From an optimization exercise on the open Yosys and OpenROAD flow, aimed at small area and a short achievable clock period; shortcuts taken in it are not production practice.
RTL that was checked went through simulation tests only; none was proved equivalent to the original.
Power figures rest on the tool's default switching activity, not on a simulated workload.

the baseline:
==> module cellUpdate, before the edit <==
module cellUpdate #(
  parameter int P0 = 6, parameter int P1 = 0,
  parameter int Q0 = 5, parameter int Q1 = 2,
  parameter int R0 = 3, parameter int R1 = 1,
  parameter int S0 = 4
) (
  input  logic [76:0] src_i,      
  input  logic        bonus_i,    
  output logic [10:0] t1_o,       
  output logic [10:0] t2_o
);
  function automatic logic ge12(input logic [11:0] a, input logic [11:0] b, input logic cin);
    logic [12:0] g0, t0;
    logic [6:0]  g1, t1;
    logic [3:0]  g2, t2;
    logic [1:0]  g3, t3;
    g0 = {a & ~b, cin};
    t0 = {a | ~b, 1'b0};
    for (int j = 0; j < 6; j++) begin
      g1[j] = g0[2*j+1] | (t0[2*j+1] & g0[2*j]);
      t1[j] = t0[2*j+1] & t0[2*j];
    end
    g1[6] = g0[12];
    t1[6] = t0[12];
    for (int j = 0; j < 3; j++) begin
      g2[j] = g1[2*j+1] | (t1[2*j+1] & g1[2*j]);
      t2[j] = t1[2*j+1] & t1[2*j];
    end
    g2[3] = g1[6];
    t2[3] = t1[6];
    for (int j = 0; j < 2; j++) begin
      g3[j] = g2[2*j+1] | (t2[2*j+1] & g2[2*j]);
      t3[j] = t2[2*j+1] & t2[2*j];
    end
    ge12 = g3[1] | (t3[1] & g3[0]);
  endfunction
  logic [10:0] X [7];
  logic [76:0] xAll;
  for (genvar f = 0; f < 7; f++) begin : gX
    assign X[f] = {~src_i[f*11+10], src_i[f*11 +: 10]};
    assign xAll[f*11 +: 11] = X[f];
  end
  logic        gtAB, geAB;
  logic [10:0] f1, f2;
  logic [11:0] yA, yB, yQ0, yQ1, yS;
  logic cP, cQ, gP0Q0, gP0Q1, gP1Q0, gP1Q1, wP0, wP1, wQ0, wQ1;
  assign cP    = ge12({1'b0, X[P0]}, {1'b0, X[P1]}, 1'b1);
  assign cQ    = ge12({1'b0, X[Q0]}, {1'b0, X[Q1]}, 1'b1);
  assign gP0Q0 = ge12({1'b0, X[P0]}, {1'b0, X[Q0]}, 1'b0);
  assign gP0Q1 = ge12({1'b0, X[P0]}, {1'b0, X[Q1]}, 1'b0);
  assign gP1Q0 = ge12({1'b0, X[P1]}, {1'b0, X[Q0]}, 1'b0);
  assign gP1Q1 = ge12({1'b0, X[P1]}, {1'b0, X[Q1]}, 1'b0);
  assign wP0 =  cP & gP0Q0 & gP0Q1;
  assign wP1 = ~cP & gP1Q0 & gP1Q1;
  assign wQ0 =  cQ & ~gP0Q0 & ~gP1Q0;
  assign wQ1 = ~cQ & ~gP0Q1 & ~gP1Q1;
  assign yQ0 = {1'b0, X[Q0]} + 12'd1;
  assign yQ1 = {1'b0, X[Q1]} + 12'd1;
  assign yA  = ({12{wP0}} & {1'b0, X[P0]}) | ({12{wP1}} & {1'b0, X[P1]})
             | ({12{wQ0}} & yQ0) | ({12{wQ1}} & yQ1);
  logic cR, gR0S, gR1S, wR0, wR1, wS;
  assign cR   = ge12({1'b0, X[R0]}, {1'b0, X[R1]}, 1'b1);
  assign gR0S = ge12({1'b0, X[R0]}, {1'b0, X[S0]}, 1'b0);
  assign gR1S = ge12({1'b0, X[R1]}, {1'b0, X[S0]}, 1'b0);
  assign wR0  =  cR & gR0S;
  assign wR1  = ~cR & gR1S;
  assign wS   = ~(wR0 | wR1);
  assign yS   = {1'b0, X[S0]} + 12'd1;
  assign yB   = ({12{wR0}} & {1'b0, X[R0]}) | ({12{wR1}} & {1'b0, X[R1]}) | ({12{wS}} & yS);
  assign gtAB = ge12(yA, yB, 1'b0);
  assign geAB = gtAB | &(yA | ~yB);
  function automatic logic [20:0] thr(input int p, input int q, input int r, input int s1);
    thr = '0;
    thr[P0*3 +: 3] = 3'(p);  thr[P1*3 +: 3] = 3'(p);
    thr[Q0*3 +: 3] = 3'(q);  thr[Q1*3 +: 3] = 3'(q);
    thr[R0*3 +: 3] = 3'(r);  thr[R1*3 +: 3] = 3'(r);
    thr[S0*3 +: 3] = 3'(s1);
  endfunction
  localparam logic [20:0] THR_T1  = thr(4, 3, 3, 2);
  localparam logic [20:0] THR_T21 = thr(1, 0, 1, 0);    
  localparam logic [20:0] THR_T20 = thr(3, 2, 3, 2);    
  logic [10:0] rA1, rB1, rA2, rB2;
  assign rA1 = yA[10:0] - 11'd4;
  assign rB1 = yB[10:0] - 11'd3;
  assign rA2 = bonus_i ? yA[10:0] - 11'd1 : yA[10:0] - 11'd3;
  assign rB2 = bonus_i ? yB[10:0] - 11'd1 : yB[10:0] - 11'd3;
  max7Tree #(.THR1(THR_T1), .THR0(THR_T1), .CA1(4), .CA0(4), .CB1(3), .CB0(3)) fix1 (
    .x_i(xAll), .bonus_i(1'b1), .sel_i(gtAB),
    .ya_i(yA), .ra_i(rA1), .yb_i(yB), .rb_i(rB1), .max_o(f1));
  max7Tree #(.THR1(THR_T21), .THR0(THR_T20), .CA1(1), .CA0(3), .CB1(1), .CB0(3)) fix2 (
    .x_i(xAll), .bonus_i(bonus_i), .sel_i(geAB),
    .ya_i(yA), .ra_i(rA2), .yb_i(yB), .rb_i(rB2), .max_o(f2));
  assign t1_o = {~f1[10], f1[9:0]};
  assign t2_o = {~f2[10], f2[9:0]};
endmodule
export LEC_CHECK = 0
export ABC_AREA = 1
export CAP_MARGIN = 20
export CORE_MARGIN = 2
export CORE_UTILIZATION = 45
export SETUP_SLACK_MARGIN = 5
export SLEW_MARGIN = 20
create_clock -name core_clock -period 11.0 [get_ports {clk}]
standard.sh (not shown) runs the stock make flow with config.mk's settings and CLKGATE_MAP_FILE= SYNTH_SCRIPT=/design/flow/synth_recipe.tcl, a recipe that flattens the netlist after the stock synthesis.
==> flow/flow/run.sh <==
#!/bin/bash
# The standard layout, with plain sky130_fd_sc_hd__buf_1 cells as the port
# buffers (the resizer's timing repair sizes them up where a path needs it).
# make's full output goes to flow.log here; each ORFS step keeps its own log
# under orfs/logs/.
set -euo pipefail
bash standard.sh "BUFFER_PORTS_ARGS=-buffer_cell sky130_fd_sc_hd__buf_1" finish > flow.log 2>&1
## Diff of input files: the candidate against the baseline
-- flow/design.v --
<<< the baseline, line 158
  localparam logic [20:0] THR_T21 = thr(1, 0, 1, 0);    
  localparam logic [20:0] THR_T20 = thr(3, 2, 3, 2);    
  logic [10:0] rA1, rB1, rA2, rB2;
  assign rA1 = yA[10:0] - 11'd4;
  assign rB1 = yB[10:0] - 11'd3;
  assign rA2 = bonus_i ? yA[10:0] - 11'd1 : yA[10:0] - 11'd3;
  assign rB2 = bonus_i ? yB[10:0] - 11'd1 : yB[10:0] - 11'd3;
  max7Tree #(.THR1(THR_T1), .THR0(THR_T1), .CA1(4), .CA0(4), .CB1(3), .CB0(3)) fix1 (
    .x_i(xAll), .bonus_i(1'b1), .sel_i(gtAB),
>>> the candidate, line 158
  localparam logic [20:0] THR_T21 = thr(1, 0, 1, 0);    
  localparam logic [20:0] THR_T20 = thr(3, 2, 3, 2);    
  logic [8:0]  hiA1, hiB1;
  logic [1:0]  loA2, loB2;
  logic        bwA2, bwB2;
  logic [10:0] rA1, rB1, rA2, rB2;
  assign hiA1 = yA[10:2] - 9'd1;
  assign hiB1 = yB[10:2] - 9'd1;
  assign rA1  = {hiA1, yA[1:0]};
  assign rB1  = {(yB[1:0] != 2'd3) ? hiB1 : yB[10:2], yB[1:0] + 2'd1};
  assign loA2 = bonus_i ? yA[1:0] - 2'd1 : yA[1:0] + 2'd1;
  assign loB2 = bonus_i ? yB[1:0] - 2'd1 : yB[1:0] + 2'd1;
  assign bwA2 = bonus_i ? (yA[1:0] == 2'd0) : (yA[1:0] != 2'd3);
  assign bwB2 = bonus_i ? (yB[1:0] == 2'd0) : (yB[1:0] != 2'd3);
  assign rA2  = {bwA2 ? hiA1 : yA[10:2], loA2};
  assign rB2  = {bwB2 ? hiB1 : yB[10:2], loB2};
  max7Tree #(.THR1(THR_T1), .THR0(THR_T1), .CA1(4), .CA0(4), .CB1(3), .CB0(3)) fix1 (
    .x_i(xAll), .bonus_i(1'b1), .sel_i(gtAB),
### Flow results
- Changes observed in the candidate relative to the baseline: portion of the post-synthesis area used by sequential elements ~0 delta; power went up; full die area did not really move; peak supply drop decreased by about 36% relative to the old numbers; transition time at the pin with the least slew margin decreased by 0.056 ns relative to the old numbers.
- The candidate leaves less setup margin than the baseline.
- Count of clock-buffer cells in the layout: the candidate > the baseline
The RTL of the candidate was laid out without a check of its function.

static timing again, ports no longer ideal:
The flow's constraints put no driver on any port. The routed layouts listed below were extracted and timed again, unchanged, in two steps.
Step 1, drivers: a clkbuf_16 drives clk and a buf_2 each remaining input, both assumed.
Step 2 also shifts input and output timing later by t, the mid clock arrival at the registers, as if the neighbouring blocks saw the same clock.
Three values: ideal ports, drivers, drivers and shift; two values: the first two.
| run | t, ns | slack for setup (ns) | hold WS [ns] | worst setup path after step 2 | worst slew at a driven data input, ns |
|---|---|---|---|---|---|
| the baseline | 0.479 | 5.227 / 5.251 / 4.771 | 0.445 / 0.445 / 0.445 | input to register | 0.10 |
| the candidate | 0.470 | 5.194 / 5.221 / 4.751 | 0.442 / 0.442 / 0.442 | input to register | 0.06 |
After both steps every run listed still meets setup and hold. The setup slack of the baseline, which loses most, moves by +0.024 ns with the drivers and by -0.456 ns with both steps.
